Background: an optimization exercise with open tools, aiming at small area and a short achievable clock period. Do not read the settings as production practice. Only simulation tests tie the RTL to the original design; equivalence was not proved.

==> flow/design.v (excerpt) <==
module fpmul_queue_wrapper #(
  parameter int DW    = 32,
  parameter int DEPTH = 4,
  parameter int CNT_W = $clog2(DEPTH) + 1
) (
  input  logic          Clk,
  input  logic          Rst_n,
  input  logic [2:0]    A,
  input  logic          WE,
  input  logic          RE,
  input  logic [DW-1:0] InData,
  output logic [DW-1:0] OutData,
  output logic          irq,
  output logic          done_sig
);
Size in the first run: about 1800 cells after synthesis, ~24000 sq um of cells after synthesis.
Settings: LEC_CHECK=0, CAP_MARGIN=20, CORE_MARGIN=2, CORE_UTILIZATION=40, SLEW_MARGIN=20, SYNTH_HIERARCHICAL=1; clock period 12.0 ns.
standard.sh (not shown) runs the stock make flow with config.mk's settings and CLKGATE_MAP_FILE= SYNTH_SCRIPT=/design/flow/synth_recipe.tcl, a recipe that flattens the netlist after the stock synthesis.
==> flow/flow/run.sh <==
#!/bin/bash
set -euo pipefail
CTS="-sink_clustering_enable -repair_clock_nets -dont_use_dummy_load"
CTS="$CTS -buf_list {sky130_fd_sc_hd__clkbuf_8 sky130_fd_sc_hd__clkbuf_16}"
CTS="$CTS -sink_clustering_size 26 -sink_clustering_max_diameter 110"
bash standard.sh SETUP_SLACK_MARGIN=6.2 "CTS_ARGS=$CTS" \
  "BUFFER_PORTS_ARGS=-buffer_cell sky130_fd_sc_hd__buf_1" \
  "PRE_IO_PLACEMENT_TCL=$PWD/flow/io.tcl" finish > standard.log 2>&1
==> flow/flow/io.tcl <==
# Keep the bus ports whose paths run from input to output (A, WE, RE to OutData,
# done_sig) together on one edge of the die.
set pins {A[0] A[1] A[2] WE RE done_sig irq}
for {set i 0} {$i < 32} {incr i} { lappend pins "OutData\[$i\]" }
set_io_pin_constraint -pin_names $pins -region left:*
Rerun with:
==> flow/flow/run.sh (replaced) <==
#!/bin/bash
set -euo pipefail
CTS="-sink_clustering_enable -repair_clock_nets -dont_use_dummy_load"
CTS="$CTS -buf_list {sky130_fd_sc_hd__clkbuf_8 sky130_fd_sc_hd__clkbuf_16}"
CTS="$CTS -sink_clustering_size 26 -sink_clustering_max_diameter 110"
bash standard.sh SETUP_SLACK_MARGIN=5.9 "CTS_ARGS=$CTS" \
  "BUFFER_PORTS_ARGS=-buffer_cell sky130_fd_sc_hd__buf_2" finish > standard.log 2>&1
Settings changed: CAP_MARGIN 20 to 5, SLEW_MARGIN 20 to 5.
removed: flow/flow/io.tcl
The new run completed with no timing, DRC or antenna violations. Die area is unchanged. Worst setup slack is worse by 0.15 ns. Utilization shrinks by 0.94 points. Non-clock buffer count decreases by 15. Routed wire length shrinks slightly. Synthesized area stays the same. Final cell count is lower slightly.
Rerun with:
==> flow/flow/run.sh (replaced) <==
#!/bin/bash
set -euo pipefail
CTS="-sink_clustering_enable -repair_clock_nets -dont_use_dummy_load"
CTS="$CTS -buf_list {sky130_fd_sc_hd__clkbuf_8 sky130_fd_sc_hd__clkbuf_16}"
CTS="$CTS -sink_clustering_size 26 -sink_clustering_max_diameter 110"
bash standard.sh SETUP_SLACK_MARGIN=5.9 "CTS_ARGS=$CTS" finish > standard.log 2>&1
Settings changed: CAP_MARGIN 5 to 20, SLEW_MARGIN 5 to 20.
Setup slack degrades by 0.017 ns; final cell count came out higher slightly; global-route usage came out higher by 0.69 points; final area came out higher by a few percent; wire length came out higher by a few percent; synthesized cell count is unchanged; core utilization came out higher by 1.1 points.
Rerun with:
--- a/flow/flow/run.sh
+++ b/flow/flow/run.sh
@@ -5,2 +5,3 @@
 CTS="$CTS -sink_clustering_size 26 -sink_clustering_max_diameter 110"
-bash standard.sh SETUP_SLACK_MARGIN=5.9 "CTS_ARGS=$CTS" finish > standard.log 2>&1
+bash standard.sh SETUP_SLACK_MARGIN=5.9 "CTS_ARGS=$CTS" \
+  "BUFFER_PORTS_ARGS=-buffer_cell sky130_fd_sc_hd__buf_2" finish > standard.log 2>&1
=> The new run passed the timing, DRC and antenna checks; utilization falls by 1.1 points; flip-flop and latch count is unchanged; non-clock buffer count falls by 13; final cell count falls by 0.57%; count of clock-buffer cells in the layout does not change.
Rerun with:
--- a/flow/flow/run.sh
+++ b/flow/flow/run.sh
@@ -4,3 +4,3 @@
 CTS="$CTS -buf_list {sky130_fd_sc_hd__clkbuf_8 sky130_fd_sc_hd__clkbuf_16}"
-CTS="$CTS -sink_clustering_size 26 -sink_clustering_max_diameter 110"
+CTS="$CTS -sink_clustering_size 20 -sink_clustering_max_diameter 100"
 bash standard.sh SETUP_SLACK_MARGIN=5.9 "CTS_ARGS=$CTS" \
Global-route usage is about the same.
Maximum frequency barely changes.
Via count came out higher by 0.93%.
Final cell count came out higher by 0.34%.
Worst setup slack degrades by 0.012 ns.
Utilization came out higher by 0.35 points.
Area after synthesis does not change.
Sequential share of layout area came out lower by 0.45 points.
Non-clock buffer count came out higher by 2.
Rerun with:
==> flow/flow/run.sh (replaced) <==
#!/bin/bash
set -euo pipefail
CTS="-sink_clustering_enable -repair_clock_nets -dont_use_dummy_load"
CTS="$CTS -buf_list {sky130_fd_sc_hd__clkbuf_8 sky130_fd_sc_hd__clkbuf_16}"
CTS="$CTS -sink_clustering_size 26 -sink_clustering_max_diameter 110"
bash standard.sh SETUP_SLACK_MARGIN=5.9 "CTS_ARGS=$CTS" \
  "BUFFER_PORTS_ARGS=-buffer_cell sky130_fd_sc_hd__buf_1" finish > standard.log 2>&1
Setup slack improves by 0.043 ns; fmax goes up by 0.71%; routed wire length barely changes; area after synthesis stays the same; via count went down by 0.40%.

-- re-timing with driven ports --
Ports are ideal in the flow. The routed layouts listed here were re-timed in OpenROAD.
Step 1: set_driving_cell puts a clkbuf_16 on Clk and a buf_2 on each other input, an assumption about the parent block.
Step 2 adds t to the input delays and takes it off the output delays; t is the mean of the earliest and latest rising clock arrival at the registers after step 1. Input paths then give back, and output paths get back, about the clock's delay inside the block.
Slacks: no drivers / after step 1 / after step 2; pairs: no drivers / after step 1.
| run | t, ns | setup slack, ns | cell pins on the clock port's net |
|---|---|---|---|
| the first run | 0.627 | 6.081 / 6.004 / 6.004 | 1 |
| the second run | 0.615 | 5.932 / 5.901 / 5.901 | 1 |
| the third run | 0.617 | 5.914 / 5.859 / 5.859 | 1 |
| the fourth run | 0.615 | 5.932 / 5.901 / 5.901 | 1 |
| the fifth run | 0.639 | 5.920 / 5.889 / 5.889 | 1 |
| the sixth run | 0.614 | 5.963 / 5.924 / 5.924 | 1 |
After both steps every run listed still meets setup and hold. For the first run, which loses most, drivers alone change the setup slack by -0.077 ns; drivers and shift together by -0.077 ns.
